Background: an optimization exercise with open tools, aiming at small area. Do not read the settings as production practice. Only simulation tests tie the RTL to the original design; equivalence was not proved. Power and IR drop assume default switching activity.

===== flow/run.sh =====
#!/bin/bash
# synth_recipe.tcl (not shown) runs the flow's synth.tcl, then flattens the netlist and writes it again
# the make line also repeats each setting of config.mk as NAME=value (left out here)
make -C /OpenROAD-flow-scripts/flow DESIGN_CONFIG=/design/flow/config.mk WORK_HOME=/design/flow/orfs CLKGATE_MAP_FILE= SYNTH_SCRIPT=/design/flow/synth_recipe.tcl finish

===== flow/config.mk =====
export PLATFORM = sky130hd
export DESIGN_NAME = byte_data_memory
export DESIGN_NICKNAME = byte_data_memory
export VERILOG_FILES = /design/flow/design.v
export SDC_FILE = /design/flow/constraint.sdc
export NUM_CORES = 4
export LEC_CHECK = 0
export CAP_MARGIN = 20
export CORE_MARGIN = 2
export CORE_UTILIZATION = 40
export SLEW_MARGIN = 20
export SYNTH_HIERARCHICAL = 1

===== flow/constraint.sdc =====
create_clock -name core_clock -period 5.0 [get_ports {clk}]
set_input_delay 1.0000 -clock core_clock [delete_from_list [all_inputs] [get_ports {clk}]]
set_output_delay 1.0000 -clock core_clock [all_outputs]
set_load 0.01 [all_outputs]

===== flow/design.v =====
package dmem_pkg;
  localparam logic [2:0] F3_B  = 3'b000;
  localparam logic [2:0] F3_H  = 3'b001;
  localparam logic [2:0] F3_W  = 3'b010;
  localparam logic [2:0] F3_BU = 3'b100;
  localparam logic [2:0] F3_HU = 3'b101;
  typedef enum logic {
    CLEAR,
    READY
  } dmem_state_t;
endpackage
module dmem_rd_pair
(
  input  logic q0,
  input  logic sel0_n,
  input  logic q1,
  input  logic sel1_n,
  output logic y
);
  assign y = ~((q0 | sel0_n) & (q1 | sel1_n));
endmodule
module dmem_rd_col
#(
  parameter int unsigned DEPTH = 64
) (
  input  logic [DEPTH-1:0] q,
  input  logic [DEPTH-1:0] sel_n,
  output logic             y_n
);
  logic [DEPTH/2-1:0] p;
  for (genvar k = 0; k < DEPTH/2; k++) begin : g_pair
    dmem_rd_pair u_pair (
      .q0     (q[2*k]),
      .sel0_n (sel_n[2*k]),
      .q1     (q[2*k+1]),
      .sel1_n (sel_n[2*k+1]),
      .y      (p[k])
    );
  end
  assign y_n = |p;
endmodule
module byte_data_memory
#(
  parameter int unsigned DEPTH          = 64,
  parameter bit          CLEAR_ON_RESET = 1'b1
) (
  input  logic        clk,
  input  logic        reset,
  input  logic        req_valid,
  output logic        req_ready,
  input  logic        req_we,
  input  logic [2:0]  req_funct3,
  input  logic [31:0] req_addr,
  input  logic [31:0] req_wdata,
  output logic        rsp_valid,
  output logic [31:0] rsp_rdata,
  output logic        rsp_err,
  output logic        clear_busy
);
  localparam int unsigned AW = $clog2(DEPTH);
  logic [32*DEPTH-1:0]   mem_q;
  dmem_pkg::dmem_state_t state;
  logic [AW-1:0] sweep_cnt;
  logic          phase;
  logic          clearing;
  logic [AW-1:0] idx;
  logic          out_of_range;
  logic          misaligned;
  logic          illegal;
  logic          err;
  logic          accept;
  logic [3:0]    be;
  logic [31:0]   wdata_lane;
  logic          rload_q;
  logic [AW-1:0] ridx_q;
  logic [2:0]    rf3_q;
  logic [1:0]    rlo_q;
  assign clearing   = (state == dmem_pkg::CLEAR);
  assign req_ready  = (state == dmem_pkg::READY);
  assign clear_busy = clearing;
  assign phase      = sweep_cnt[0];
  assign accept     = req_valid && req_ready;
  assign idx          = req_addr[2 +: AW];
  assign out_of_range = |req_addr[31:2+AW];
  always_comb begin
    be         = '0;
    wdata_lane = '0;
    misaligned = 1'b0;
    illegal    = 1'b0;
    case (req_funct3)
      dmem_pkg::F3_B: begin
        be         = 4'b0001 << req_addr[1:0];
        wdata_lane = {4{req_wdata[7:0]}};
      end
      dmem_pkg::F3_H: begin
        misaligned = req_addr[0];
        be         = req_addr[1] ? 4'b1100 : 4'b0011;
        wdata_lane = {2{req_wdata[15:0]}};
      end
      dmem_pkg::F3_W: begin
        misaligned = |req_addr[1:0];
        be         = '1;
        wdata_lane = req_wdata;
      end
      dmem_pkg::F3_BU: begin
        illegal = req_we;
      end
      dmem_pkg::F3_HU: begin
        illegal    = req_we;
        misaligned = req_addr[0];
      end
      default: illegal = 1'b1;
    endcase
  end
  assign err = out_of_range || misaligned || illegal;
  always_ff @(posedge clk) begin
    if (reset) begin
      state     <= CLEAR_ON_RESET ? dmem_pkg::CLEAR : dmem_pkg::READY;
      sweep_cnt <= '0;
      rsp_valid <= 1'b0;
      rsp_err   <= 1'b0;
      rload_q   <= 1'b0;
    end else begin
      if (clearing && sweep_cnt == AW'(DEPTH - 1)) begin
        state <= dmem_pkg::READY;
      end
      sweep_cnt <= sweep_cnt + 1'b1;
      rsp_valid <= accept;
      rsp_err   <= accept && err;
      rload_q   <= accept && !req_we && !err;
    end
  end
  always_ff @(posedge clk) begin
    ridx_q <= idx;
    rf3_q  <= req_funct3;
    rlo_q  <= req_addr[1:0];
  end
  logic          wen;
  logic [AW-1:0] widx;
  logic [3:0]    lane_on;
  logic [31:0]   col_n;
  logic [DEPTH-1:0] wrow;
  assign wen  = clearing || (accept && req_we && !err);
  assign widx = clearing ? sweep_cnt : idx;
  always_comb begin
    for (int l = 0; l < 4; l++) begin
      lane_on[l] = clearing || be[l];
      for (int b = 8*l; b < 8*l + 8; b++) begin
        col_n[b] = lane_on[l] ? ((!clearing && wdata_lane[b]) ^ phase) : 1'b1;
      end
    end
    for (int r = 0; r < DEPTH; r++) wrow[r] = wen && (widx == AW'(r));
  end
  always_ff @(posedge clk) begin
    for (int r = 0; r < DEPTH; r++) begin
      for (int l = 0; l < 4; l++) begin
        for (int b = 8*l; b < 8*l + 8; b++) begin
          mem_q[32*r + b] <= ~((mem_q[32*r + b] | (wrow[r] && lane_on[l])) &
                               (col_n[b] | !wrow[r]));
        end
      end
    end
  end
  logic [DEPTH-1:0] rsel_n;
  logic [31:0]      rcol_n;
  logic [31:0]      rword;
  logic [7:0]       rbyte;
  logic [15:0]      rhalf;
  logic             rsign;
  always_comb begin
    for (int r = 0; r < DEPTH; r++) rsel_n[r] = !(rload_q && ridx_q == AW'(r));
  end
  for (genvar b = 0; b < 32; b++) begin : g_col
    logic [DEPTH-1:0] q;
    for (genvar r = 0; r < DEPTH; r++) begin : g_q
      assign q[r] = mem_q[32*r + b];
    end
    dmem_rd_col #(.DEPTH(DEPTH)) u_col (
      .q     (q),
      .sel_n (rsel_n),
      .y_n   (rcol_n[b])
    );
  end
  assign rword = rcol_n ^ {32{rload_q && !phase}};
  assign rbyte = rword[{rlo_q, 3'b000} +: 8];
  assign rhalf = rword[{rlo_q[1], 4'b0000} +: 16];
  always_comb begin
    rsign = !rf3_q[2] && (rf3_q[0] ? rhalf[15] : rbyte[7]);
    if (rf3_q[1])      rsp_rdata = rword;
    else if (rf3_q[0]) rsp_rdata = {{16{rsign}}, rhalf};
    else               rsp_rdata = {{24{rsign}}, rbyte};
  end
endmodule

==> flow_summary.yaml, run 1 <==
clock_tree:
  clock_latency_ns: 0.87
  cts_buffers: 204
  cts_tree: "built"
  hold_buffers: 0
  cts_max_level: 4
  clock_path_buffers: 3
  ctsRootBufferMaster: "clkbuf_16"
  clock_sinks: 2069
  clk_pin_slew_ns: 0.07
route:
  drt_iter0_drc: 8981
  avgViaCountPerCell: 7.02
  wirelength_mm: 318
  vias: 70780
  drc: 0
  ant_nets: 0
  wl_per_cell_um: 31.5
  drt-pass1-iter-count: 6
global_routing:
  first_global_vias: 67430
  grt_pass1_wl_mm: 460
  antenna_found_initial: 18
  overflow: 0
  grt_max_degree: 76
  grt_util_all_layers: 0.329
power_and_ir_drop:
  vdd_drop_max_v: 0.000331
  p_per_area_nw_per_um2: 409
  p_leak_nw: 32.9
worst_setup_path:
  crit_fanout: 13
  crit_top_cell: "buf_6"
  crit_type: "reg2out"
  critPathArrivalTime_ns: 4.81
  end_kind: "output port"
  cp_slowest_stage_delay_ns: 0.55
  r2r-end: "mem_q[92]"
  worstReg2RegStart: "state"
  critPathTopFamily: "simple AND/OR/NAND/NOR gates"
  crit_required_ns: 4.00
  slowest_stage: "mux4_2"
  crit_chain: "and3_4, buf_4, nand2_1, buf_6, o22ai_1, nor4_2, nand4_1, or2_1, mux4_2, mux2i_1, xor2_1, or3_4, buf_6, o21ai_1, buf_2"
  path_buf_inv: 4
  r2r_cells: 8
  worstSetupStartpointType: "flop"
  reg2reg_setup_slack_ns: 1.22
floorplanning:
  core_um2: 179000
  dieArea_um2: 184000
  ios: 107
  fp.dieH_um: 429
  start_util: 0.404
  dieWidth_um: 429
  fp-row-count: 155
synthesis:
  synth_fp_nets: 7001
  ys_types: 55
  synth.avg_cell_area_um2: 10.4
  ys_seq_area_frac: 0.573
  synth_edf_count: 0
  netlist_instances: 6929
  synth_seq_cells: 2069
  synth_area_um2: 72200
  synthArstFlopShare: 0
  synth_warnings: 7
  synth_ff_type: "dfxtp_1"
timing:
  relSlewSlack: 0.202
  tightest_slew_ns: 1.19
  grt_setup_unrepaired: "yes"
  fmax_ghz: 0.172
  fin_crit_ns: 5.81
  finalHoldViolations: 0
  setup_viol: 32
  final_max_slew_viol_count: 0
  fin_skew_ns: 0.0589
  min_period_over_period: 1.16
  fin_ws_ns: -0.806
final_layout:
  drive_gt1_frac: 0.204
  syn_to_final_growth_pct: 24.6
  nets: 7609
  final_cell_area_um2: 90000
placed_design:
  post-place-ws_ns: -0.863
  dp_hpwl_mm: 211
  routabilityCongestion: 1.02
  port_buffers: 106
  dpl_cell_area_um2: 81100
run:
  maxCapViolations: 0
worst_hold_path:
  holdPathStages: 1
  hold_path_class: "reg2reg"
  hold_end: "mem_q[600]"
  worstHoldStart: "mem_q[600]"
outcome:
  status: "complete, but fails checks"
  failed_checks: "negative setup slack"
==> sequential cells by signal (all words and copies together) (netlist names), 2 cells and up <==
name	count
sweep_cnt	6
ridx_q	6
rlo_q	2
mem_q	2048
rf3_q	3
==> routing by layer <==
metal | share of wire | up-vias | GRT usage | wire length (um)
li1 | - | 30059 | - | -
met1 | 0.38 | 35024 | 0.411 | 121000
met2 | 0.43 | 4603 | 0.499 | 138000
met3 | 0.10 | 1090 | 0.0725 | 31700
met4 | 0.086 | 4 | 0.242 | 27300
met5 | 0.000088 | - | 0 | 28
==> Yosys stat by module, one instance, submodules excluded, excerpt <==
module / area (um^2) / times used / flip-flops and latches / cells
byte_data_memory: 63400 / 1 / 2069 / 5553
dmem_rd_pair: 6.26 / 1024 / 0 / 1
==> final cells by class <==
type | instances | area, um^2
clock buffer | 285 | 5910
clock inverter | 91 | 1170
timing repair buffer | 949 | 8450
multi-input combinational | 4299 | 30000
antenna | 25 | 62.6
fill | 15991 | 89000
inverter | 14 | 52.6
sequential | 2069 | 41400
tap | 2355 | 2950
==> cell usage in the layout, fill, tap and decap left out, types with 26 or more instances in the layout <==
master	n
or2_1	30
o21ai_2	27
buf_6	63
o21ai_4	39
nand4_1	66
nand3_1	42
dfxtp_1	2061
o32ai_1	512
clkbuf_8	39
clkdlybuf4s50_1	74
clkbuf_1	37
nor4_2	89
clkinv_2	46
a21oi_1	248
buf_12	69
nand2_1	153
buf_4	705
o22ai_1	2549
clkbuf_16	209
o21ai_0	26
nand2_2	33
nor4_1	151
xnor2_1	30
==> what timing repair did <==
item / in CTS / in global routing
setup endpoints to repair: 32 / 32
resized for setup: 359 / 64
buffers inserted: 18 / 13
endpoints found under the hold margin: 0 / 0
cloned: 2 / 0
pin swaps: 59 / 23
==> cell usage after synthesis, types with 3 or more instances <==
cell type	n	share of area
o22ai_1	2567	0.22
dfxtp_1	2069	0.57
o32ai_1	512	0.062
clkbuf_1	367	0.019
a21oi_1	248	0.017
nor4_1	229	0.020
nand2_1	210	0.011
buf_2	103	0.0071
nand4_1	66	0.0057
buf_6	51	0.0079
nand3_1	43	0.0030
xnor2_1	33	0.0040
nor2_1	32	0.0017
nor4_2	32	0.0055
or2_1	32	0.0028
o21ai_4	30	0.0068
o21ai_0	28	0.0019
o21ai_1	26	0.0018
a22oi_1	25	0.0026
mux2i_1	23	0.0032
buf_1	20	0.0010
nor3_1	18	0.0012
nand2b_1	15	0.0013
o2111ai_1	15	0.0018
inv_1	13	0.00068
xor2_1	13	0.0016
a21oi_2	11	0.0013
o21ai_2	10	0.0012
a211o_1	8	0.00097
buf_4	8	0.00083
a311o_1	7	0.00097
o21a_1	7	0.00073
or3b_2	7	0.00085
nand3b_1	6	0.00062
nor2b_1	6	0.00052
or3_1	6	0.00052
a2111o_1	4	0.00062
a2111oi_4	4	0.0015
and2_1	3	0.00026
or2_2	3	0.00026
or4_1	3	0.00031
==> worst register-to-register path: stages, from the launching register on <==
cell and delay [ns]:
dfxtp_1 0.67, buf_4 0.35, or3b_2 0.55, a22oi_1 0.84, buf_4 0.34, nand2_1 0.12, a21oi_1 0.36, buf_4 0.25
o22ai_1 0.10
==> power breakdown <==
group          leakage, nW  internal (mW)  switching, mW  total, mW
combinational         12.0          0.728           1.44       2.17
clock                 3.48           9.40           6.80       16.2
sequential            17.4           17.8          0.737       18.5
total                 32.9           27.9           8.98       36.9
==> cells by family after synthesis <==
family	after synthesis	share of synthesized area
AND/OR/NAND/NOR	715	0.0558
adder cells (fa/ha/maj)	1	0.000173
buffers and inverters	563	0.0367
AO/OA/AOI/OAI	3509	0.325
XOR/XNOR	46	0.00558
multiplexers	26	0.00381
flip-flops	2069	0.573
==> metrics by stage <==
stage / utilization / std cells / TNS, ns / hold WS [ns] / total power, mW
after floorplan: - / 6929 / 0 / 0.412 / 19.9
final: 0.503 / 10087 / -22.13 / 0.433 / 36.9
after CTS: 0.500 / 10046 / -18.48 / 0.436 / 36.8
after detailed placement: 0.453 / 9652 / -21.77 / 0.427 / 20.9
after global routing: 0.503 / 10084 / -24.44 / 0.440 / 37.8
after global placement: 0.453 / 9649 / -23.01 / 0.417 / 20.8
==> how the worst max path moves through the flow <==
| stage | startpoint | end | cells past startpoint |
|---|---|---|---|
| floorplan | ridx_q[4] | rsp_rdata[29] | 15 |
| global placement | ridx_q[1] | rsp_rdata[30] | 15 |
| global route | ridx_q[0] | rsp_rdata[30] | 16 |
| detailed placement | ridx_q[1] | rsp_rdata[29] | 15 |
| finish | ridx_q[4] | rsp_rdata[30] | 15 |
| CTS | ridx_q[1] | rsp_rdata[30] | 18 |
==> run 2: changes to the inputs <==
--- a/flow/design.v
+++ b/flow/design.v
@@ -9,6 +9,16 @@
     READY
   } dmem_state_t;
 endpackage
+module dmem_bit_next
+(
+  input  logic q,
+  input  logic wr,
+  input  logic col_n,
+  input  logic hold,
+  output logic d
+);
+  assign d = ~((q | wr) & (col_n | hold));
+endmodule
 module dmem_rd_pair
 (
   input  logic q0,
@@ -63,6 +73,7 @@
   logic [AW-1:0] sweep_cnt;
   logic          phase;
   logic          clearing;
+  logic          sweep_sel;
   logic [AW-1:0] idx;
   logic          out_of_range;
   logic          misaligned;
@@ -71,8 +82,9 @@
   logic          accept;
   logic [3:0]    be;
   logic [31:0]   wdata_lane;
+  logic [31:0]   rword;
   logic          rload_q;
-  logic [AW-1:0] ridx_q;
+  logic [31:0]   rcol_q;
   logic [2:0]    rf3_q;
   logic [1:0]    rlo_q;
   assign clearing   = (state == dmem_pkg::CLEAR);
@@ -117,12 +129,14 @@
     if (reset) begin
       state     <= CLEAR_ON_RESET ? dmem_pkg::CLEAR : dmem_pkg::READY;
       sweep_cnt <= '0;
+      sweep_sel <= CLEAR_ON_RESET;
       rsp_valid <= 1'b0;
       rsp_err   <= 1'b0;
       rload_q   <= 1'b0;
     end else begin
       if (clearing && sweep_cnt == AW'(DEPTH - 1)) begin
-        state <= dmem_pkg::READY;
+        state     <= dmem_pkg::READY;
+        sweep_sel <= 1'b0;
       end
       sweep_cnt <= sweep_cnt + 1'b1;
       rsp_valid <= accept;
@@ -130,18 +144,16 @@
       rload_q   <= accept && !req_we && !err;
     end
   end
-  always_ff @(posedge clk) begin
-    ridx_q <= idx;
-    rf3_q  <= req_funct3;
-    rlo_q  <= req_addr[1:0];
+  logic [AW-1:0]    widx;
+  logic [DEPTH-1:0] wsel;
+  assign widx = sweep_sel ? sweep_cnt : idx;
+  always_comb begin
+    for (int r = 0; r < DEPTH; r++) wsel[r] = (widx == AW'(r));
   end
   logic          wen;
-  logic [AW-1:0] widx;
   logic [3:0]    lane_on;
   logic [31:0]   col_n;
-  logic [DEPTH-1:0] wrow;
-  assign wen  = clearing || (accept && req_we && !err);
-  assign widx = clearing ? sweep_cnt : idx;
+  assign wen = clearing || (accept && req_we && !err);
   always_comb begin
     for (int l = 0; l < 4; l++) begin
       lane_on[l] = clearing || be[l];
@@ -149,27 +161,29 @@
         col_n[b] = lane_on[l] ? ((!clearing && wdata_lane[b]) ^ phase) : 1'b1;
       end
     end
-    for (int r = 0; r < DEPTH; r++) wrow[r] = wen && (widx == AW'(r));
+  end
+  logic [32*DEPTH-1:0] mem_d;
+  for (genvar r = 0; r < DEPTH; r++) begin : g_row
+    logic       hold;
+    logic [3:0] wr;
+    assign hold = !(wen && wsel[r]);
+    assign wr   = {4{wen && wsel[r]}} & lane_on;
+    for (genvar b = 0; b < 32; b++) begin : g_bit
+      dmem_bit_next u_next (
+        .q     (mem_q[32*r + b]),
+        .wr    (wr[b/8]),
+        .col_n (col_n[b]),
+        .hold  (hold),
+        .d     (mem_d[32*r + b])
+      );
+    end
   end
   always_ff @(posedge clk) begin
-    for (int r = 0; r < DEPTH; r++) begin
-      for (int l = 0; l < 4; l++) begin
-        for (int b = 8*l; b < 8*l + 8; b++) begin
-          mem_q[32*r + b] <= ~((mem_q[32*r + b] | (wrow[r] && lane_on[l])) &
-                               (col_n[b] | !wrow[r]));
-        end
-      end
-    end
+    mem_q <= mem_d;
   end
   logic [DEPTH-1:0] rsel_n;
   logic [31:0]      rcol_n;
-  logic [31:0]      rword;
-  logic [7:0]       rbyte;
-  logic [15:0]      rhalf;
-  logic             rsign;
-  always_comb begin
-    for (int r = 0; r < DEPTH; r++) rsel_n[r] = !(rload_q && ridx_q == AW'(r));
-  end
+  assign rsel_n = ~wsel;
   for (genvar b = 0; b < 32; b++) begin : g_col
     logic [DEPTH-1:0] q;
     for (genvar r = 0; r < DEPTH; r++) begin : g_q
@@ -181,10 +195,18 @@
       .y_n   (rcol_n[b])
     );
   end
-  assign rword = rcol_n ^ {32{rload_q && !phase}};
-  assign rbyte = rword[{rlo_q, 3'b000} +: 8];
-  assign rhalf = rword[{rlo_q[1], 4'b0000} +: 16];
-  always_comb begin
+  always_ff @(posedge clk) begin
+    rcol_q <= rcol_n;
+    rf3_q  <= req_funct3;
+    rlo_q  <= req_addr[1:0];
+  end
+  assign rword = (rcol_q ^ {32{phase}}) & {32{rload_q}};
+  always_comb begin
+    logic [7:0]  rbyte;
+    logic [15:0] rhalf;
+    logic        rsign;
+    rbyte = rword[{rlo_q, 3'b000} +: 8];
+    rhalf = rword[{rlo_q[1], 4'b0000} +: 16];
     rsign = !rf3_q[2] && (rf3_q[0] ? rhalf[15] : rbyte[7]);
     if (rf3_q[1])      rsp_rdata = rword;
     else if (rf3_q[0]) rsp_rdata = {{16{rsign}}, rhalf};
--- a/flow/config.mk
+++ b/flow/config.mk
@@ -8,5 +8,7 @@
 export CAP_MARGIN = 20
 export CORE_MARGIN = 2
 export CORE_UTILIZATION = 40
+export CTS_CLUSTER_DIAMETER = 80
+export CTS_CLUSTER_SIZE = 24
 export SLEW_MARGIN = 20
 export SYNTH_HIERARCHICAL = 1
==> run 2 against run 1 <==
  * Still fails the layout checks on negative setup slack
  * Combinational power up 37%
  * Fmax up 14%
  * Via count down 5.6%
  * Clock power down 38%
  * Register-to-register slack worse by 1.2 ns
  * Power down 14%
  * Setup slack better by 0.69 ns
  * Die area down 4.1%
  * Sequential share of layout area up 5.3 points
  * Cell count down 5.2%
  * Critical path depth down 5
  * Core utilization down 2.6 points
==> flow_summary.yaml, run 2 <==
timing:
  setup_viol: 2
  grt_setup_unrepaired: "no"
  relSlewSlack: 0.151
  final_max_slew_viol_count: 0
  hold_ws_ns: 0.445
  fin_skew_ns: 0.0425
  fmax_ghz: 0.196
  finalHoldViolations: 0
  min_period_over_period: 1.02
  fin_crit_ns: 5.11
  fin_ws_ns: -0.114
  tightest_slew_ns: 1.26
synthesis:
  synth_warnings: 7
  synth_edf_count: 0
  netlist_instances: 6483
  synth_top_area_cell: "dfxtp_1"
  synth_most_common_cell: "o22ai_1"
  synthArstFlopShare: 0
  ys_types: 60
  synth.avg_cell_area_um2: 10.7
  synth_seq_cells: 2096
  synth_top_area_frac: 0.606
  synth_fp_nets: 6555
  synth_area_um2: 69200
  yosys-top-cells-count: "o22ai_1 (3072), dfxtp_1 (2096), nor4_1 (236)"
  ys_seq_area_frac: 0.606
  synth_ff_type: "dfxtp_1"
  synth_area_leaders: "dfxtp_1 (61%), o22ai_1 (28%), nor4_1 (2.1%)"
run:
  maxCapViolations: 0
route:
  vias: 66793
  met2_length_mm: 129
  wirelength_mm: 311
  wl_per_cell_um: 32.6
  wl_met1_mm: 124
  met3WireLength_mm: 36.6
  ant_nets: 0
  drc: 0
  route.top_layer_used: "met5"
  drt_iter0_drc: 8705
  drt-pass1-iter-count: 8
  avgViaCountPerCell: 6.99
final_layout:
  fillers: 15844
  final_cell_mix: "o22ai_1 (3072), dfxtp_1 (2094), buf_4 (554), nor4_1 (219), nor2_1 (130)"
  layout_commonest_cell: "o22ai_1"
  drive_gt1_frac: 0.129
  largestRegisters: "mem_q x2048, rcol_q x32, sweep_cnt x6"
  regMostFlops: "mem_q"
  fin_util: 0.476
  syn_to_final_growth_pct: 18.2
  nets: 7261
  final_cell_area_um2: 81800
  largest_register_ffs: 2048
  finalNonFillerCells: 9558
placed_design:
  dpl_cell_area_um2: 78500
  dp_hpwl_mm: 212
  dpl.cell_count: 9390
  routabilityCongestion: 1.02
  port_buffers: 106
floorplanning:
  fp-row-count: 152
  core_um2: 172000
  dieWidth_um: 420
  ios: 107
  start_util: 0.403
  fp.dieH_um: 420
  dieArea_um2: 176000
clock_tree:
  clk_pin_slew_ns: 0.09
  cts_tree: "built"
  cts_buffers: 105
  clock_sinks: 2096
  post_cts_buffers: 0
  clock_path_buffers: 3
  ctsRootBufferMaster: "clkbuf_16"
  cts_max_level: 3
  clock_latency_ns: 0.79
worst_setup_path:
  worstSetupStartpointType: "input pin"
  crit_type: "in2reg"
  end_kind: "flop"
  reg2reg_setup_slack_ns: 0.02
  crit_fanout: 15
  r2r-end: "rcol_q[10]"
  worstReg2RegStart: "sweep_cnt[0]"
  crit_required_ns: 5.68
  critPathArrivalTime_ns: 5.79
  r2r_cells: 9
power_and_ir_drop:
  p_leak_nw: 30.9
  p_per_area_nw_per_um2: 388
  vdd_drop_max_v: 0.000251
  power_mw: 31.8
worst_hold_path:
  hold_path_class: "reg2reg"
  hold_end: "mem_q[652]"
  worstHoldStart: "mem_q[652]"
  holdPathStages: 1
global_routing:
  antenna_found_initial: 37
  overflow: 0
  first_global_vias: 61712
  grt_max_degree: 65
  grt_util_all_layers: 0.339
  grt_pass1_wl_mm: 442
outcome:
  failed_checks: "negative setup slack"
  status: "complete, but fails checks"
==> run 2: cell types whose count changed after synthesis, sizes merged, moves of 94 or more <==
cell / previous run / this run
o32ai: 512 / 0
a21oi: 259 / 15
buf: 182 / 50
nand2: 210 / 116
clkbuf: 367 / 75
nor3: 18 / 130
nor2: 32 / 130
o22ai: 2567 / 3072
==> run 2: through the flow <==
step | setup WS [ns] | TNS (ns)
2_1_floorplan | 1.32 | 0
3_3_place_gp | -1.11 | -16.14
3_5_place_dp | -0.883 | -9.86
4_1_cts | 0.109 | 0
5_1_grt | 0.0192 | 0
6_report | -0.114 | -0.156
==> run 2: report_power, final <==
group / switching, mW / internal, mW / total, mW
clock: 5.67 / 4.35 / 10.0
sequential: 0.828 / 17.9 / 18.8
combinational: 1.78 / 1.20 / 2.98
==> run 2: modules after synthesis, one instance, submodules excluded, excerpt <==
module | cells | copies in the design | cell area, um^2
dmem_rd_pair | 1 | 1024 | 6.26
dmem_bit_next | 1 | 2048 | 6.26
byte_data_memory | 3059 | 1 | 47600
==> run 2: routing by layer <==
| layer | global-route usage | vias to the layer above |
|---|---|---|
| met5 | 0 | - |
| met4 | 0.202 | 44 |
| met3 | 0.103 | 794 |
| met2 | 0.481 | 3950 |
| met1 | 0.452 | 33394 |
| li1 | - | 28611 |
==> run 2: what timing repair did <==
action,in CTS,in global routing
cloned,0,1
hold buffers,0,0
setup endpoints to repair,1,4
pin swaps,0,2
resized for setup,1,2
==> run 2: worst max-delay path by stage <==
stage / slack [ns] / from / to / depth (start not counted)
5_1_grt: 0.02 / req_addr[3] / rcol_q[10] / 10
4_1_cts: 0.11 / req_addr[5] / rcol_q[10] / 10
2_1_floorplan: 1.32 / req_funct3[0] / mem_q[1016] / 7
6_report: -0.11 / req_addr[5] / rcol_q[10] / 10
3_3_place_gp: -1.11 / req_addr[5] / rcol_q[8] / 10
3_5_place_dp: -0.88 / req_addr[5] / rcol_q[13] / 10
==> run 2: logic make-up after synthesis <==
logic type / count (synthesis) / share of synthesized area
buffers and inverters: 136 / 0.00914
XOR/XNOR: 54 / 0.00683
multiplexers: 17 / 0.00246
flip-flops: 2096 / 0.606
AO/OA/AOI/OAI: 3244 / 0.297
adder cells (fa/ha/maj): 1 / 0.000181
AND/OR/NAND/NOR: 935 / 0.0783
==> run 2: final cells by class <==
| cell class | count | area, um^2 | share of cell area |
|---|---|---|---|
| diodes | 12 | 30.0 | 0.000367 |
| clock buffers | 123 | 2820 | 0.0344 |
| clock inverters | 31 | 425 | 0.00520 |
| inverters | 11 | 41.3 | 0.000505 |
| multi-input cells | 4252 | 27200 | 0.332 |
| flip-flops and latches | 2096 | 42000 | 0.513 |
| well taps | 2310 | 2890 | 0.0353 |
| repair buffers | 723 | 6470 | 0.0790 |
==> run 2: worst max-delay path: stages <==
cell and delay [ns]:
clkdlybuf4s50_1 0.79, or3b_1 0.38, a22oi_2 0.13, buf_4 0.22, nand2_1 0.64, buf_4 0.30, o22ai_1 0.12, nor4_1 0.94
nand4_1 0.79, or2_1 0.46
==> run 3: changes to the inputs <==
--- a/flow/config.mk
+++ b/flow/config.mk
@@ -10,5 +10,7 @@
 export CORE_UTILIZATION = 40
 export CTS_CLUSTER_DIAMETER = 80
 export CTS_CLUSTER_SIZE = 24
+export GPL_TIMING_DRIVEN = 0
+export SETUP_SLACK_MARGIN = 0.3
 export SLEW_MARGIN = 20
 export SYNTH_HIERARCHICAL = 1
==> run 3 against run 2 <==
  * The layout fails its checks (max-capacitance violations, max-slew violations)
  * Cell count shrank 3.6%
  * Core utilization fell by 0.47 points
  * Routed wire length barely moved
  * Combinational power decreased by 3%
  * Fmax grew 4.7%
  * Highest routed layer unchanged
==> flow_summary.yaml, run 3 <==
final_layout:
  fin_util: 0.472
  final_cell_mix: "o22ai_1 (3072), dfxtp_1 (2096), nor4_1 (159), nor2_1 (129)"
  regMostFlops: "mem_q"
  largest_register_ffs: 2048
  finalNonFillerCells: 9217
  nets: 6926
  syn_to_final_growth_pct: 17.0
  largestRegisters: "mem_q x2048, rcol_q x32, sweep_cnt x6"
  drive_gt1_frac: 0.110
  layout_commonest_cell: "o22ai_1"
synthesis:
  muxShareOfSynthArea: 0.00246
  synth_compound_area_frac: 0.297
  synth_edf_count: 0
  ys_types: 60
  synth_warnings: 7
  synth_fp_nets: 6555
  synth_top_family_by_area: "compound AO/OA/AOI/OAI gates"
  synth_fa_ha_area_frac: 0.000181
  synthArstFlopShare: 0
  ys_seq_area_frac: 0.606
  synth_area_um2: 69200
  yosys-top-cells-count: "o22ai_1 (3072), dfxtp_1 (2096), nor4_1 (236)"
  synth-simple-area-share: 0.0783
  synth_most_common_cell: "o22ai_1"
  synth_ff_type: "dfxtp_1"
  synth_top_area_frac: 0.606
  synth_seq_cells: 2096
  netlist_instances: 6483
  synth_top_area_cell: "dfxtp_1"
  synth_xor_area_frac: 0.00683
  synth_area_leaders: "dfxtp_1 (61%), o22ai_1 (28%), nor4_1 (2.1%)"
  synth.avg_cell_area_um2: 10.7
timing:
  grt_setup_unrepaired: "yes"
  final_max_slew_viol_count: 3
  min_period_over_period: 0.976
  finalHoldViolations: 0
  fin_skew_ns: 0.0335
  setup_viol: 0
  fin_crit_ns: 4.88
  relSlewSlack: -0.290
  fmax_ghz: 0.205
  tightest_slew_ns: 1.92
clock_tree:
  clock_latency_ns: 0.80
  hold_buffers: 0
  cts_buffers: 102
  ctsRootBufferMaster: "clkbuf_16"
  clk_pin_slew_ns: 0.09
  cts_tree: "built"
  clock_sinks: 2096
  cts_max_level: 3
  clock_path_buffers: 3
  post_cts_buffers: 0
worst_setup_path:
  end_kind: "flop"
  path_buf_inv: 3
  worstSetupStartpointType: "input pin"
  crit_type: "in2reg"
  cp_slowest_stage_delay_ns: 1.01
  slowest_stage: "nor4_1"
  crit_chain: "clkdlybuf4s50_1, or3b_1, buf_1, a22oi_2, buf_6, nand2_2, o22ai_1, nor4_1, nand4_1, or2_1"
  critPathTopFamily: "simple AND/OR/NAND/NOR gates"
  critPathArrivalTime_ns: 5.55
  crit_fanout: 32
  crit_required_ns: 5.66
floorplanning:
  dieWidth_um: 420
  core_um2: 172000
  fp-row-count: 152
  ios: 107
  fp.dieH_um: 420
  start_util: 0.403
  dieArea_um2: 176000
power_and_ir_drop:
  power_mw: 31.1
  p_leak_nw: 29.8
  p_per_area_nw_per_um2: 384
  vdd_drop_max_v: 0.000279
outcome:
  failed_checks: "max-capacitance violations, max-slew violations"
  status: "complete, but fails checks"
run:
  maxCapViolations: 1
global_routing:
  grt_max_degree: 41
  antenna_found_initial: 39
  first_global_vias: 60695
  grt_pass1_wl_mm: 438
  overflow: 0
  grt_util_all_layers: 0.338
placed_design:
  routabilityCongestion: 1.02
  dpl.cell_count: 9055
  port_buffers: 105
  dp_hpwl_mm: 217
route:
  vias: 66182
  drc: 0
  avgViaCountPerCell: 7.18
  met3WireLength_mm: 38.0
  drt_iter0_drc: 9101
  met2_length_mm: 131
  wl_met1_mm: 120
  wirelength_mm: 311
  ant_nets: 0
  drt-pass1-iter-count: 8
  route.top_layer_used: "met5"
  wl_per_cell_um: 33.8
worst_hold_path:
  hold_path_class: "reg2reg"
==> run 3: cell counts after synthesis <==
Identical to the previous run, type by type.
==> run 3: logic make-up (layout without fill, tap and decap cells) <==
kind of cell / after synthesis / count (layout)
flops: 2096 / 2096
simple gates: 935 / 936
other cells: 0 / 21
mux: 17 / 17
fa+ha+maj: 1 / 1
buf+inv: 136 / 538
compound gates: 3244 / 3244
xor+xnor: 54 / 54
==> run 3: path summary, 6_finish.rpt <==
check / endpoint / from / cells after the start / slack [ns]
max: rcol_q[30] / req_addr[3] / 10 / 0.12
min: mem_q[198] / mem_q[198] / 1 / 0.45
min reg2reg: mem_q[198] / mem_q[198] / 1 / 0.45
max reg2reg: rcol_q[11] / sweep_sel / 10 / 0.30
==> run 3: cell type report <==
class | count | area [um^2]
Inverter | 11 | 41.3
Multi-Input combinational cell | 4252 | 28500
Buffer | 125 | 626
Clock buffer | 112 | 2680
Clock inverter | 24 | 288
Antenna cell | 21 | 52.6
Sequential cell | 2096 | 42000
Tap cell | 2310 | 2890
Fill cell | 15772 | 90700
Timing Repair Buffer | 266 | 3930
==> run 3: where the power goes <==
group | internal (mW) | total, mW | switching (mW) | leakage (nW)
Combinational | 1.07 | 2.90 | 1.82 | 9.36
Sequential | 17.9 | 18.6 | 0.699 | 19.0
Clock | 4.04 | 9.55 | 5.51 | 1.47
Total | 23.1 | 31.1 | 8.03 | 29.8
==> run 3: modules after synthesis, one instance, submodules excluded, excerpt <==
module / area (um^2) / flops+latches / cells
byte_data_memory: 47600 / 2096 / 3059
dmem_rd_pair: 6.26 / 0 / 1
dmem_bit_next: 6.26 / 0 / 1
==> run 3: repair_timing <==
action                                  in CTS  in global routing
cloned                                       0                  1
pin swaps                                    8                  4
endpoints found under the setup margin     379                363
gates resized for setup                     37                 20
==> run 3: layer usage <==
layer | vias up | track usage
met5 | - | 0
met2 | 4269 | 0.486
met4 | 34 | 0.206
met3 | 943 | 0.120
li1 | 27996 | -
met1 | 32940 | 0.430
==> run 3: stage by stage <==
step	area [um^2]	setup TNS [ns]	hold WS, ns	worst slack (ns)
finish	81000	0	0.447	0.118
global route	81000	0	0.456	0.296
CTS	80600	0	0.450	0.307
detailed placement	77500	-411.78	0.438	-1.08
global placement	73200	-2727.10	0.430	-2.46
floorplan	69200	0	0.422	1.32
==> run 4: changes to the inputs <==
--- a/flow/design.v
+++ b/flow/design.v
@@ -145,18 +145,16 @@
     end
   end
   logic [AW-1:0]    widx;
-  logic [DEPTH-1:0] wsel;
+  logic [DEPTH-1:0] row_n;
   assign widx = sweep_sel ? sweep_cnt : idx;
   always_comb begin
-    for (int r = 0; r < DEPTH; r++) wsel[r] = (widx == AW'(r));
-  end
-  logic          wen;
+    for (int r = 0; r < DEPTH; r++) row_n[r] = (widx != AW'(r));
+  end
   logic [3:0]    lane_on;
   logic [31:0]   col_n;
-  assign wen = clearing || (accept && req_we && !err);
   always_comb begin
     for (int l = 0; l < 4; l++) begin
-      lane_on[l] = clearing || be[l];
+      lane_on[l] = clearing || (accept && req_we && !err && be[l]);
       for (int b = 8*l; b < 8*l + 8; b++) begin
         col_n[b] = lane_on[l] ? ((!clearing && wdata_lane[b]) ^ phase) : 1'b1;
       end
@@ -164,16 +162,14 @@
   end
   logic [32*DEPTH-1:0] mem_d;
   for (genvar r = 0; r < DEPTH; r++) begin : g_row
-    logic       hold;
     logic [3:0] wr;
-    assign hold = !(wen && wsel[r]);
-    assign wr   = {4{wen && wsel[r]}} & lane_on;
+    assign wr = {4{!row_n[r]}} & lane_on;
     for (genvar b = 0; b < 32; b++) begin : g_bit
       dmem_bit_next u_next (
         .q     (mem_q[32*r + b]),
         .wr    (wr[b/8]),
         .col_n (col_n[b]),
-        .hold  (hold),
+        .hold  (row_n[r]),
         .d     (mem_d[32*r + b])
       );
     end
@@ -181,9 +177,7 @@
   always_ff @(posedge clk) begin
     mem_q <= mem_d;
   end
-  logic [DEPTH-1:0] rsel_n;
   logic [31:0]      rcol_n;
-  assign rsel_n = ~wsel;
   for (genvar b = 0; b < 32; b++) begin : g_col
     logic [DEPTH-1:0] q;
     for (genvar r = 0; r < DEPTH; r++) begin : g_q
@@ -191,7 +185,7 @@
     end
     dmem_rd_col #(.DEPTH(DEPTH)) u_col (
       .q     (q),
-      .sel_n (rsel_n),
+      .sel_n (row_n),
       .y_n   (rcol_n[b])
     );
   end
--- a/flow/config.mk
+++ b/flow/config.mk
@@ -11,6 +11,5 @@
 export CTS_CLUSTER_DIAMETER = 80
 export CTS_CLUSTER_SIZE = 24
 export GPL_TIMING_DRIVEN = 0
-export SETUP_SLACK_MARGIN = 0.3
 export SLEW_MARGIN = 20
 export SYNTH_HIERARCHICAL = 1
==> run 4 against run 3 <==
  * The run now finishes clean
  * Setup slack worse by 0.059 ns
  * Global-route usage is 8.6 points lower
  * Sequential cell count stayed put
  * Critical path depth is 3 lower
  * Power is 1.4% higher
  * Die area is 1.7% lower
  * Clock skew is 0.015 ns higher
  * First-iteration DRC count is 38% lower
  * Register-to-register slack better by 0.16 ns
  * Via count is 11% lower
  * Combinational power is 2% lower
  * Synthesized cell count is 2.8% lower
==> flow_summary.yaml, run 4 <==
synthesis:
  synthArstFlopShare: 0
  synth_fp_nets: 6376
  synth_edf_count: 0
  ys_seq_area_frac: 0.617
  netlist_instances: 6304
  synth.avg_cell_area_um2: 10.8
  synth_top_area_cell: "dfxtp_1"
  synth_top_area_frac: 0.617
  synth_ff_type: "dfxtp_1"
  synth_area_um2: 68000
  synth_most_common_cell: "o22ai_1"
  ys_types: 48
  synth_seq_cells: 2096
  synth_area_leaders: "dfxtp_1 (62%), o22ai_1 (28%), nor4_1 (2.1%)"
  yosys-top-cells-count: "o22ai_1 (3095), dfxtp_1 (2096), nor4_1 (224)"
  synth_warnings: 7
placed_design:
  dp_hpwl_mm: 159
  dpl.cell_count: 8778
  routabilityCongestion: 0.946
  dpl_cell_area_um2: 75300
  port_buffers: 105
worst_setup_path:
  crit_required_ns: 4.00
  crit_fanout: 10
  reg2reg_setup_slack_ns: 0.46
  critPathArrivalTime_ns: 3.94
  end_kind: "output port"
  worstSetupStartpointType: "flop"
  crit_type: "reg2out"
route:
  drt-pass1-iter-count: 6
  drt_iter0_drc: 5622
  avgViaCountPerCell: 6.61
  drc: 0
  vias: 58973
  wirelength_mm: 227
  wl_per_cell_um: 25.5
  ant_nets: 0
timing:
  fin_skew_ns: 0.0487
  relSlewSlack: 0.122
  fmax_ghz: 0.202
  grt_setup_unrepaired: "no"
  finalHoldViolations: 0
  tightest_slew_ns: 1.31
  setup_viol: 0
  final_max_slew_viol_count: 0
  min_period_over_period: 0.988
  fin_crit_ns: 4.94
floorplanning:
  fp-row-count: 151
  start_util: 0.402
  fp.dieH_um: 416
  dieArea_um2: 173000
  dieWidth_um: 416
  ios: 107
  core_um2: 169000
final_layout:
  nets: 6738
  fillers: 15475
  largest_register_ffs: 2048
  final_cell_mix: "o22ai_1 (3094), dfxtp_1 (2095), nor4_1 (224), nor2_1 (205), clkbuf_16 (106)"
  final_cell_area_um2: 78500
  regMostFlops: "mem_q"
  finalNonFillerCells: 8924
  drive_gt1_frac: 0.0713
  layout_commonest_cell: "o22ai_1"
  syn_to_final_growth_pct: 15.3
  largestRegisters: "mem_q x2048, rcol_q x32, sweep_cnt x6"
global_routing:
  grt_pass1_wl_mm: 342
  grt_max_degree: 59
  grt_util_all_layers: 0.251
  antenna_found_initial: 16
  overflow: 0
  first_global_vias: 54740
clock_tree:
  post_cts_buffers: 0
  cts_max_level: 3
  clock_latency_ns: 0.76
  clock_path_buffers: 3
  ctsRootBufferMaster: "clkbuf_16"
  clk_pin_slew_ns: 0.10
  cts_buffers: 104
  clock_sinks: 2096
  hold_buffers: 0
  cts_tree: "built"
power_and_ir_drop:
  vdd_drop_max_v: 0.000290
  p_leak_nw: 29.2
  p_per_area_nw_per_um2: 402
run:
  maxCapViolations: 0
worst_hold_path:
  hold_path_class: "reg2reg"
outcome:
  status: "no timing/DRC/antenna violations"
==> run 4: worst paths after layout <==
| path | cells past startpoint | end | from |
|---|---|---|---|
| hold / removal | 1 | mem_q[641] | mem_q[641] |
| setup reg to reg | 10 | rcol_q[3] | sweep_sel |
| hold reg to reg | 1 | mem_q[641] | mem_q[641] |
| setup / recovery | 7 | rsp_rdata[26] | sweep_cnt[0] |
==> run 4: area by class of cell <==
type	instances	area (um^2)	share of cell area
diodes	4	10.0	0.000128
plain buffers	90	479	0.00611
clock buffers	113	2710	0.0345
clock inverters	29	379	0.00483
inverters	17	63.8	0.000813
multi-input cells	4101	26700	0.340
flip-flops and latches	2096	42000	0.535
well taps	2218	2780	0.0354
repair buffers	256	3400	0.0434
==> run 4: layer usage <==
metal  track usage  vias to the layer above  wire length (um)
met5             0                        -                34
met4         0.125                        6             11900
met3        0.0306                      398             13700
met2         0.403                     2100            105000
met1         0.335                    29108             97200
li1              -                    27361                 -
==> run 4: cell families after synthesis <==
group,count (synthesis),share of synthesized area
XOR/XNOR,55,0.00708
AO/OA/AOI/OAI,3258,0.301
AND/OR/NAND/NOR,768,0.0641
adder cells (fa/ha/maj),1,0.000184
multiplexers,19,0.00280
buffers and inverters,107,0.00794
flip-flops,2096,0.617
==> run 4: per-stage QoR <==
stage / setup slack [ns] / utilization / power [mW] / setup TNS [ns] / hold WS, ns
floorplan: 0.469 / - / 20.9 / 0 / 0.422
global placement: -2.73 / 0.425 / 21.9 / -4363.73 / 0.430
detailed placement: -0.335 / 0.445 / 22.2 / -70.12 / 0.438
CTS: 0.0303 / 0.464 / 31.6 / 0 / 0.448
global route: 0.00501 / 0.464 / 32.6 / 0 / 0.458
finish: 0.0591 / 0.464 / 31.5 / 0 / 0.445
==> run 4: critical path, cell delays in order (launching register included) <==
cell             delay, ns
dfxtp_1               0.35
buf_4                 0.21
buf_2                 0.32
buf_4                 0.27
clkbuf_1              0.69
xnor2_1               0.16
o22ai_1               0.51
clkdlybuf4s50_1       0.66
==> run 4: repair_timing <==
action / in CTS / in global routing
endpoints found under the setup margin: 0 / 17
resized for setup: 0 / 4
endpoints found under the hold margin: 0 / 0
==> run 4: power by group <==
| group | switching, mW | total [mW] | internal [mW] |
|---|---|---|---|
| clock network | 5.45 | 9.57 | 4.12 |
| logic | 1.63 | 2.84 | 1.21 |
| registers | 0.905 | 19.1 | 18.2 |
| total | 7.99 | 31.5 | 23.5 |
==> run 4: per-module statistics from Yosys, one instance, submodules excluded, excerpt <==
| module | flops+latches | cell area (um^2) |
|---|---|---|
| dmem_bit_next | 0 | 6.26 |
| dmem_rd_pair | 0 | 6.26 |
| byte_data_memory | 2096 | 46400 |
==> run 5: changes to the inputs <==
==> flow/flow/run.sh (new file) <==
#!/bin/bash
# Own layout flow: the standard ORFS flow, standard synthesis unchanged.
# Changes from the standard layout:
#  - ports are buffered with plain buf_1 cells (the default pick is a
#    clkdlybuf4s50 delay cell, which is slow and twice the area; the
#    resizer can still upsize a plain buffer where timing needs it);
#  - clock tree synthesis adds no dummy balancing loads.
# The full make output goes to standard_flow.log; each ORFS step keeps its
# own log under orfs/logs/.
set -euo pipefail
cd "$(dirname "$0")/.."
bash standard.sh finish \
  "BUFFER_PORTS_ARGS=-buffer_cell sky130_fd_sc_hd__buf_1" \
  "CTS_ARGS=-sink_clustering_enable -repair_clock_nets -dont_use_dummy_load -sink_clustering_size 24 -sink_clustering_max_diameter 80" \
  > standard_flow.log 2>&1
==> flow/standard.sh (new file) <==
#!/bin/bash
# synth_recipe.tcl (not shown) runs the flow's synth.tcl, then flattens the netlist and writes it again
# the make line also repeats each setting of config.mk as NAME=value (left out here)
make -C /OpenROAD-flow-scripts/flow DESIGN_CONFIG=/design/flow/config.mk WORK_HOME=/design/flow/orfs CLKGATE_MAP_FILE= SYNTH_SCRIPT=/design/flow/synth_recipe.tcl "${@:-finish}"
--- a/flow/config.mk
+++ b/flow/config.mk
@@ -7,7 +7,7 @@
 export LEC_CHECK = 0
 export CAP_MARGIN = 20
 export CORE_MARGIN = 2
-export CORE_UTILIZATION = 40
+export CORE_UTILIZATION = 55
 export CTS_CLUSTER_DIAMETER = 80
 export CTS_CLUSTER_SIZE = 24
 export GPL_TIMING_DRIVEN = 0
removed: flow/run.sh
==> run 5 against run 4 <==
  * Critical path type is now reg2reg
  * Still clean
  * Combinational power decreased by 3%
  * Largest power group unchanged
  * Fmax increased by 2.4%
  * Clock skew increased by 0.0067 ns
  * Register-to-register slack got worse by 0.28 ns
  * Worst hold slack about the same
  * Die area decreased by 27%
  * Non-clock buffer count increased by 7
  * Critical endpoint is now rcol_q[5]
  * Sequential share of layout area increased by 1.3 points
  * Setup slack improved by 0.12 ns
  * Largest cell class unchanged
==> flow_summary.yaml, run 5 <==
final_layout:
  nets: 6741
  regMostFlops: "mem_q"
  final_cell_mix: "o22ai_1 (3095), dfxtp_1 (2096), nor4_1 (224), nor2_1 (205), buf_1 (109)"
  drive_gt1_frac: 0.0664
  largestRegisters: "mem_q x2048, rcol_q x32, sweep_cnt x6"
  fin_util: 0.621
  antenna_cells: 0
  largest_register_ffs: 2048
  syn_to_final_growth_pct: 12.5
  layout_commonest_cell: "o22ai_1"
placed_design:
  dp_hpwl_mm: 156
  port_buffers: 105
  routabilityCongestion: 0.955
  post-place-ws_ns: -0.231
route:
  wl_per_cell_um: 27.3
  ant_nets: 0
  vias: 59499
  wirelength_mm: 226
  drt-pass1-iter-count: 6
  drt_iter0_drc: 6248
  avgViaCountPerCell: 7.17
  drc: 0
synthesis:
  synth_top_area_cell: "dfxtp_1"
  synth_top_area_frac: 0.617
  synth_warnings: 7
  synth_edf_count: 0
  synth.avg_cell_area_um2: 10.8
  synth_area_leaders: "dfxtp_1 (62%), o22ai_1 (28%), nor4_1 (2.1%)"
  synthArstFlopShare: 0
  ys_seq_area_frac: 0.617
  yosys-top-cells-count: "o22ai_1 (3095), dfxtp_1 (2096), nor4_1 (224)"
  netlist_instances: 6304
  synth_ff_type: "dfxtp_1"
  synth_fp_nets: 6376
  ys_types: 48
  synth_area_um2: 68000
  synth_seq_cells: 2096
  synth_most_common_cell: "o22ai_1"
clock_tree:
  post_cts_resized: 0
  cts_buffers: 100
  hold_buffers: 0
  cts_max_level: 3
  clock_path_buffers: 3
  clk_pin_slew_ns: 0.09
  ctsRootBufferMaster: "clkbuf_16"
  cts_tree: "built"
  clock_latency_ns: 0.73
  post_cts_buffers: 0
  clock_sinks: 2096
floorplanning:
  dieArea_um2: 127000
  dieWidth_um: 356
  ios: 107
  fp-row-count: 129
  start_util: 0.552
  fp.dieH_um: 356
  core_um2: 123000
power_and_ir_drop:
  power_mw: 30.5
  p_leak_nw: 28.7
  vdd_drop_max_v: 0.000330
  p_per_area_nw_per_um2: 398
worst_setup_path:
  crit_fanout: 35
  end_kind: "flop"
  critPathArrivalTime_ns: 5.39
  cp_slowest_stage_delay_ns: 0.65
  crit_required_ns: 5.57
  slowest_stage: "nor4_1"
  reg2reg_setup_slack_ns: 0.18
  worstSetupStartpointType: "flop"
  worstReg2RegStart: "sweep_sel"
  r2r-end: "rcol_q[5]"
  crit_type: "reg2reg"
  r2r_cells: 10
  startpoint: "sweep_sel"
  crit_chain: "buf_2, nor2_1, a32o_1, clkbuf_2, nand3_4, buf_12, o22ai_1, nor4_1, nand4_1, or2_1"
worst_hold_path:
  worstHoldStart: "mem_q[1548]"
  hold_path_class: "reg2reg"
  holdPathStages: 1
  hold_end: "mem_q[1548]"
outcome:
  status: "no timing/DRC/antenna violations"
global_routing:
  grt_util_all_layers: 0.343
  grt_pass1_wl_mm: 335
  grt_max_degree: 55
  first_global_vias: 53535
  antenna_found_initial: 17
  overflow: 0
timing:
  grt_setup_unrepaired: "no"
  setup_viol: 0
  fmax_ghz: 0.207
  relSlewSlack: 0.151
  fin_crit_ns: 4.82
  fin_skew_ns: 0.0554
  tightest_slew_ns: 1.27
  min_period_over_period: 0.965
  finalHoldViolations: 0
  final_max_slew_viol_count: 0
  fin_ws_ns: 0.176
run:
  maxCapViolations: 0
## run 5: stage by stage
| stage | area [um^2] | TNS, ns | cells | hold slack [ns] |
|---|---|---|---|---|
| 4_1_cts | 76500 | 0 | 8301 | 0.415 |
| 3_5_place_dp | 74000 | -7.47 | 8201 | 0.438 |
| 2_1_floorplan | 68000 | 0 | 6304 | 0.422 |
| 3_3_place_gp | 70500 | -2841.25 | 8046 | 0.429 |
| 6_report | 76500 | 0 | 8304 | 0.444 |
| 5_1_grt | 76500 | 0 | 8304 | 0.456 |
## run 5: worst max-delay path by stage
| stage | to | slack (ns) | depth (start not counted) |
|---|---|---|---|
| after floorplan | mem_q[1000] | 0.47 | 8 |
| after global placement | mem_q[2029] | -2.20 | 9 |
| after detailed placement | mem_q[1032] | -0.23 | 7 |
| after CTS | rcol_q[27] | 0.26 | 10 |
| after global routing | rcol_q[5] | 0.16 | 10 |
| final | rcol_q[5] | 0.18 | 10 |
## run 5: modules after synthesis (local to each module, per instance), excerpt
| module | copies in the design | area [um^2] | flops+latches | cells inside |
|---|---|---|---|---|
| byte_data_memory | 1 | 46400 | 2096 | 2880 |
| dmem_rd_pair | 1024 | 6.26 | 0 | 1 |
| dmem_bit_next | 2048 | 6.26 | 0 | 1 |
## run 5: per-layer routing
layer | global-route usage | wire length (um) | up-vias
li1 | - | - | 27316
met1 | 0.498 | 100000 | 29339
met2 | 0.518 | 99600 | 2437
met3 | 0.0608 | 18500 | 393
met4 | 0.108 | 8020 | 14
met5 | 0 | 85 | -
## run 5: cell type report
| type | instances | area (um^2) |
|---|---|---|
| sequential | 2096 | 42000 |
| inverter | 17 | 63.8 |
| fill | 10131 | 46600 |
| timing repair buffer | 263 | 2790 |
| multi-input combinational | 4101 | 26700 |
| tap | 1637 | 2050 |
| clock buffer | 100 | 2500 |
| buffer | 90 | 479 |
## run 5: report_power, final
| group | total [mW] | switching (mW) | internal, mW |
|---|---|---|---|
| combinational | 2.75 | 1.57 | 1.18 |
| clock | 8.63 | 5.06 | 3.57 |
| sequential | 19.1 | 0.857 | 18.2 |
| total | 30.5 | 7.49 | 23.0 |
## run 5: worst max-delay path, delay by kind of cell, from the launching register on
kind,cells,cell delay [ns]
compound gates,2,0.67
buf+inv,3,1.19
flops,1,0.51
simple gates,5,2.28
## run 5: kinds of logic (layout without fill, tap and decap cells)
group | Yosys count | count (layout) | synth area share
AND/OR/NAND/NOR | 768 | 768 | 0.0641
adder cells (fa/ha/maj) | 1 | 1 | 0.000184
AO/OA/AOI/OAI | 3258 | 3258 | 0.301
XOR/XNOR | 55 | 55 | 0.00708
buffers and inverters | 107 | 470 | 0.00794
flip-flops | 2096 | 2096 | 0.617
multiplexers | 19 | 19 | 0.00280
==> run 6: changes to the inputs <==
--- a/flow/config.mk
+++ b/flow/config.mk
@@ -7,7 +7,7 @@
 export LEC_CHECK = 0
 export CAP_MARGIN = 20
 export CORE_MARGIN = 2
-export CORE_UTILIZATION = 55
+export CORE_UTILIZATION = 40
 export CTS_CLUSTER_DIAMETER = 80
 export CTS_CLUSTER_SIZE = 24
 export GPL_TIMING_DRIVEN = 0
==> run 6 against run 5 <==
  * Still clean
  * Synthesized cell count did not move
  * Sequential share of layout area fell by 0.61 points
  * Setup slack better by 0.17 ns
  * Combinational power is essentially flat
  * Global-route usage is 9.2 points lower
  * Cell area is 1.1% higher
  * Sequential cell count did not move
  * Core utilization shrank 16 points
  * First-iteration DRC count is 5.7% lower
  * Clock skew rose by 0.051 ns
  * Critical path type is now reg2out
==> flow_summary.yaml, run 6 <==
global_routing:
  grt_max_degree: 60
  grt_pass1_wl_mm: 340
  grt_util_all_layers: 0.251
  antenna_found_initial: 17
  overflow: 0
  first_global_vias: 54283
synthesis:
  synth-simple-area-share: 0.0641
  synth_ff_type: "dfxtp_1"
  synth_xor_area_frac: 0.00708
  synth_area_um2: 68000
  yosys-top-cells-count: "o22ai_1 (3095), dfxtp_1 (2096), nor4_1 (224)"
  synth_edf_count: 0
  netlist_instances: 6304
  synth.avg_cell_area_um2: 10.8
  synth_area_leaders: "dfxtp_1 (62%), o22ai_1 (28%), nor4_1 (2.1%)"
  synth_warnings: 7
  synthArstFlopShare: 0
  synth_top_family_by_area: "compound AO/OA/AOI/OAI gates"
  muxShareOfSynthArea: 0.00280
  synth_fa_ha_area_frac: 0.000184
  ys_types: 48
  synth_top_area_frac: 0.617
  synth_most_common_cell: "o22ai_1"
  synth_top_area_cell: "dfxtp_1"
  synth_compound_area_frac: 0.301
  synth_seq_cells: 2096
  ys_seq_area_frac: 0.617
  synth_fp_nets: 6376
timing:
  grt_setup_unrepaired: "no"
  hold_ws_ns: 0.443
  fmax_ghz: 0.215
  finalHoldViolations: 0
  final_max_slew_viol_count: 0
  fin_skew_ns: 0.106
  min_period_over_period: 0.932
  setup_viol: 0
  tightest_slew_ns: 1.28
  relSlewSlack: 0.146
  fin_crit_ns: 4.66
  tns_ns: 0
power_and_ir_drop:
  power_mw: 30.8
  p_per_area_nw_per_um2: 398
  seq_power_share: 0.621
  p_leak_nw: 28.7
  vdd_drop_max_v: 0.000251
  internal_power_mw: 23.2
  p_clk_frac: 0.289
  power_frac_comb: 0.090
  p_sw_frac: 0.249
  p_sw_mw: 7.66
clock_tree:
  cts_max_level: 3
  cts_buffers: 106
  clock_latency_ns: 0.76
  clk_pin_slew_ns: 0.09
  cts_tree: "built"
  clock_sinks: 2096
  hold_buffers: 0
  post_cts_resized: 0
  post_cts_buffers: 0
  ctsRootBufferMaster: "clkbuf_16"
  clock_path_buffers: 3
worst_setup_path:
  end_kind: "output port"
  crit_type: "reg2out"
  crit_top_cell: "clkbuf_1"
  crit_required_ns: 4.00
  worstSetupStartpointType: "flop"
  crit_chain: "clkbuf_1, nand2_1, clkbuf_1, o22ai_1, buf_1"
  critPathArrivalTime_ns: 3.66
  slowest_stage: "dfxtp_1"
  cp_slowest_stage_delay_ns: 0.65
  crit_fanout: 10
route:
  vias: 59030
  ant_nets: 0
  wl_per_cell_um: 25.6
  drt_iter0_drc: 5894
  wirelength_mm: 228
  avgViaCountPerCell: 6.64
  drc: 0
  drt-pass1-iter-count: 6
placed_design:
  routabilityCongestion: 0.922
  dp_hpwl_mm: 159
  dpl.cell_count: 8774
  dpl_cell_area_um2: 74700
  port_buffers: 105
final_layout:
  final_cell_area_um2: 77400
  regMostFlops: "mem_q"
  final_cell_mix: "o22ai_1 (3095), dfxtp_1 (2096), nor4_1 (223), nor2_1 (205), buf_1 (109)"
  drive_gt1_frac: 0.0662
  fillers: 15640
  largest_register_ffs: 2048
  finalNonFillerCells: 8891
  syn_to_final_growth_pct: 13.7
  largestRegisters: "mem_q x2048, rcol_q x32, sweep_cnt x6"
  layout_commonest_cell: "o22ai_1"
  nets: 6737
run:
  maxCapViolations: 0
floorplanning:
  ios: 107
  fp-row-count: 151
  start_util: 0.402
  dieWidth_um: 416
  core_um2: 169000
  fp.dieH_um: 416
  dieArea_um2: 173000
worst_hold_path:
  hold_path_class: "reg2reg"
outcome:
  status: "no timing/DRC/antenna violations"
-- run 6: worst paths after layout --
check	slack, ns	depth (start not counted)	from	end
max	0.34	5	rload_q	rsp_rdata[23]
min	0.44	1	mem_q[934]	mem_q[934]
max reg2reg	0.52	10	sweep_sel	rcol_q[3]
min reg2reg	0.44	1	mem_q[934]	mem_q[934]
-- run 6: power groups by stage --
stage | combinational [mW] | clock [mW] | sequential [mW]
floorplan | 1.71 | 0 | 19.2
global placement | 2.44 | 0 | 19.4
detailed placement | 2.70 | 0 | 19.5
CTS | 2.70 | 9.08 | 19.1
global route | 2.93 | 9.68 | 19.3
finish | 2.78 | 8.91 | 19.1
-- run 6: cells by family after synthesis --
family,Yosys count
adders and majority gates,1
and+or+nand+nor,768
DFF,2096
buffers and inverters,107
xor gates and xnor gates,55
AOI/OAI and AO/OA,3258
muxes,19
-- run 6: layout make-up --
class | count | area (um^2) | area share
inverters | 17 | 63.8 | 0.000825
repair buffers | 253 | 2750 | 0.0355
flip-flops and latches | 2096 | 42000 | 0.542
well taps | 2218 | 2780 | 0.0359
plain buffers | 90 | 480 | 0.00621
multi-input cells | 4101 | 26700 | 0.345
diodes | 10 | 25.0 | 0.000323
clock buffers | 106 | 2650 | 0.0343
-- run 6: per-module statistics from Yosys, one instance, submodules excluded, a selection --
module / cell area (um^2) / cells / flops+latches / times used
byte_data_memory: 46400 / 2880 / 2096 / 1
dmem_bit_next: 6.26 / 1 / 0 / 2048
dmem_rd_pair: 6.26 / 1 / 0 / 1024
-- run 6: per-layer routing --
layer	part of all wire	vias to the layer above	GRT usage
met4	0.053	2	0.124
met3	0.062	395	0.0318
met1	0.43	29204	0.337
met5	0.000057	-	0
li1	-	27357	-
met2	0.46	2072	0.399
-- run 6: per-stage QoR --
step	utilization	setup slack, ns
2_1_floorplan	-	0.469
3_3_place_gp	0.421	-2.58
3_5_place_dp	0.442	0.111
4_1_cts	0.457	0.439
5_1_grt	0.458	0.288
6_report	0.458	0.341
-- run 6: critical path, delay by kind of cell (launching register included) --
kind | cells | cell delay, ns
buffers and inverters | 3 | 1.06
DFF | 1 | 0.65
AOI/OAI and AO/OA | 1 | 0.63
and+or+nand+nor | 1 | 0.57
==> run 7: changes to the inputs <==
--- a/flow/config.mk
+++ b/flow/config.mk
@@ -5,11 +5,11 @@
 export SDC_FILE = /design/flow/constraint.sdc
 export NUM_CORES = 4
 export LEC_CHECK = 0
-export CAP_MARGIN = 20
+export CAP_MARGIN = 10
 export CORE_MARGIN = 2
 export CORE_UTILIZATION = 40
 export CTS_CLUSTER_DIAMETER = 80
 export CTS_CLUSTER_SIZE = 24
 export GPL_TIMING_DRIVEN = 0
-export SLEW_MARGIN = 20
+export SLEW_MARGIN = 10
 export SYNTH_HIERARCHICAL = 1
==> run 7 against run 6 <==
  * Still clean on timing, DRC and antenna
  * First-iteration DRC count down 6.3%
  * Die area is the same
  * Sequential power is essentially flat
  * Sequential cell count is the same
  * Worst hold slack better by 0.00065 ns
  * Register-to-register slack worse by 0.33 ns
  * Largest power group unchanged
==> flow_summary.yaml, run 7 <==
worst_hold_path:
  holdPathStages: 1
  hold_end: "mem_q[934]"
  worstHoldStart: "mem_q[934]"
  hold_path_class: "reg2reg"
placed_design:
  post-place-ws_ns: -0.324
  routabilityCongestion: 0.922
  dpl.cell_count: 8751
  port_buffers: 105
  dpl_cell_area_um2: 74300
  dp_hpwl_mm: 158
worst_setup_path:
  crit_fanout: 68
  r2r-end: "rcol_q[18]"
  crit_type: "reg2reg"
  critical_path_depth: 9
  crit_top_cell: "buf_2"
  worstSetupStartpointType: "flop"
  r2r_cells: 9
  path_buf_inv: 2
  end_kind: "flop"
  crit_required_ns: 5.59
  cp_slowest_stage_delay_ns: 0.97
  critPathArrivalTime_ns: 5.40
  worstReg2RegStart: "sweep_sel"
  slowest_stage: "nor4_1"
  critPathTopFamily: "simple AND/OR/NAND/NOR gates"
  crit_chain: "buf_2, nor2_1, a32o_1, buf_2, nand3_4, o22ai_1, nor4_1, nand4_1, or2_1"
  reg2reg_setup_slack_ns: 0.19
synthesis:
  synth_seq_cells: 2096
  synth_most_common_cell: "o22ai_1"
  synthArstFlopShare: 0
  synth_ff_type: "dfxtp_1"
  synth-simple-area-share: 0.0641
  synth_compound_area_frac: 0.301
  ys_types: 48
  synth_edf_count: 0
  synth_fa_ha_area_frac: 0.000184
  synth_area_leaders: "dfxtp_1 (62%), o22ai_1 (28%), nor4_1 (2.1%)"
  synth_xor_area_frac: 0.00708
  muxShareOfSynthArea: 0.00280
  synth_top_area_cell: "dfxtp_1"
  synth_top_family_by_area: "compound AO/OA/AOI/OAI gates"
  synth_area_um2: 68000
  ys_seq_area_frac: 0.617
  yosys-top-cells-count: "o22ai_1 (3095), dfxtp_1 (2096), nor4_1 (224)"
  synth_top_area_frac: 0.617
  synth_fp_nets: 6376
  synth.avg_cell_area_um2: 10.8
  netlist_instances: 6304
  synth_warnings: 7
floorplanning:
  dieArea_um2: 173000
  fp.dieH_um: 416
  dieWidth_um: 416
  start_util: 0.402
  core_um2: 169000
  ios: 107
  fp-row-count: 151
timing:
  finalHoldViolations: 0
  fin_ws_ns: 0.192
  min_period_over_period: 0.962
  fmax_ghz: 0.208
  fin_skew_ns: 0.0864
  tns_ns: 0
  fin_crit_ns: 4.81
  hold_ws_ns: 0.444
  setup_viol: 0
  tightest_slew_ns: 1.29
  relSlewSlack: 0.136
  final_max_slew_viol_count: 0
  grt_setup_unrepaired: "no"
final_layout:
  nets: 6713
  layout_commonest_cell: "o22ai_1"
  regMostFlops: "mem_q"
  largest_register_ffs: 2048
  fillers: 15643
  drive_gt1_frac: 0.0624
  largestRegisters: "mem_q x2048, rcol_q x32, sweep_cnt x6"
  final_cell_area_um2: 77000
  syn_to_final_growth_pct: 13.2
  final_cell_mix: "o22ai_1 (3095), dfxtp_1 (2096), nor4_1 (224), nor2_1 (205), buf_1 (109)"
  finalNonFillerCells: 8864
clock_tree:
  post_cts_resized: 0
  clock_latency_ns: 0.76
  clk_pin_slew_ns: 0.09
  hold_buffers: 0
  ctsRootBufferMaster: "clkbuf_16"
  post_cts_buffers: 0
  cts_buffers: 105
  clock_path_buffers: 3
  cts_tree: "built"
  cts_max_level: 3
  clock_sinks: 2096
global_routing:
  antenna_found_initial: 17
  overflow: 0
  met3_usage: 0.0277
  grt_util_met2: 0.403
  met1_usage: 0.335
  grt-busiest-layer: "met2"
  grt_max_degree: 69
  first_global_vias: 54133
  grt_pass1_wl_mm: 338
  grt_util_all_layers: 0.250
route:
  wirelength_mm: 227
  drt-pass1-iter-count: 6
  ant_nets: 0
  drc: 0
  avgViaCountPerCell: 6.64
  wl_per_cell_um: 25.6
  vias: 58818
  drt_iter0_drc: 5520
power_and_ir_drop:
  p_per_area_nw_per_um2: 399
  p_leak_nw: 28.6
  vdd_drop_max_v: 0.000283
outcome:
  status: "no timing/DRC/antenna violations"
run:
  maxCapViolations: 0
## run 7: metal layers
layer  wire length (um)  up-vias
met3              13800      351
met2             105000     2092
met4              11200        0
li1                   -    27239
met5                  0        -
met1              97100    29136
## run 7: worst max path at each step
stage	to	start	slack, ns
6_report	rcol_q[18]	sweep_sel	0.19
5_1_grt	rcol_q[18]	sweep_sel	0.29
4_1_cts	mem_q[685]	sweep_sel	0.33
3_5_place_dp	mem_q[685]	req_addr[2]	-0.32
3_3_place_gp	mem_q[780]	req_funct3[1]	-2.58
2_1_floorplan	mem_q[1000]	req_funct3[0]	0.47
## run 7: through the flow
stage | power, mW | util
2_1_floorplan | 20.9 | -
3_3_place_gp | 21.9 | 0.421
3_5_place_dp | 22.2 | 0.439
4_1_cts | 30.8 | 0.455
5_1_grt | 31.8 | 0.455
6_report | 30.7 | 0.455
## run 7: modules after synthesis, one instance, submodules excluded, excerpt
module	cells inside	flip-flops and latches
dmem_bit_next	1	0
dmem_rd_pair	1	0
byte_data_memory	2880	2096
## run 7: cell type report
class                           instances  area (um^2)  area share
Multi-Input combinational cell       4101        26600       0.346
Clock buffer                          105         2630      0.0341
Buffer                                 90          478     0.00621
Sequential cell                      2096        42000       0.545
Inverter                               17         63.8    0.000829
Antenna cell                            7         17.5    0.000227
Timing Repair Buffer                  230         2450      0.0318
Tap cell                             2218         2780      0.0360
## run 7: power by group
part           internal, mW  total [mW]  leakage [nW]  switching (mW)
Sequential             18.2        19.1          18.6           0.913
Clock                  3.73        8.87          1.29            5.13
Combinational          1.14        2.74          8.69            1.60
Total                  23.1        30.7          28.6            7.64
## run 7: cell families after synthesis
kind of cell / Yosys count
compound gates: 3258
flops: 2096
fa+ha+maj: 1
mux: 19
xor+xnor: 55
simple gates: 768
buf+inv: 107
## run 7: worst reg2reg max path: cells and delay by family (launching register included)
kind	cells	cell delay [ns]
flip-flops	1	0.45
AO/OA/AOI/OAI	2	0.77
AND/OR/NAND/NOR	5	2.59
buffers and inverters	2	0.86

-- separate check: timing with driven ports --
No port has a modelled driver above. Below, the same layouts with a new extraction and two added sets of constraints. Step 1 (the two cells are an assumption about what drives the block):
set clk [get_ports {clk}]
set_driving_cell -lib_cell sky130_fd_sc_hd__clkbuf_16 $clk
set_driving_cell -lib_cell sky130_fd_sc_hd__buf_2 [delete_from_list [all_inputs] $clk]
Step 2 adds t to the input delays and takes it off the output delays; t is the mean of the earliest and latest rising clock arrival at the registers after step 1. Input paths then give back, and output paths get back, about the clock's delay inside the block. Three values: no drivers, after step 1, after step 2; two values: the first two.
| run | t, ns | slack for setup (ns) | worst setup path at the end | worst slew at a driven data input, ns |
|---|---|---|---|---|
| run 1 | 0.924 | -0.806 / -0.890 / 0.034 | register to output | 0.14 |
| run 2 | 0.861 | -0.114 / -0.046 / -0.908 | input to register | 0.14 |
| run 3 | 0.865 | 0.118 / 0.173 / -0.692 | input to register | 0.17 |
| run 4 | 0.835 | 0.059 / -0.035 / -0.526 | input to register | 0.15 |
| run 5 | 0.780 | 0.176 / 0.176 / -0.219 | input to register | 0.17 |
| run 6 | 0.789 | 0.341 / 0.264 / -0.041 | input to register | 0.17 |
| run 7 | 0.803 | 0.192 / 0.192 / -0.283 | input to register | 0.16 |
The setup slack of run 3, which loses most, moves by +0.055 ns with the drivers and by -0.810 ns with both steps.
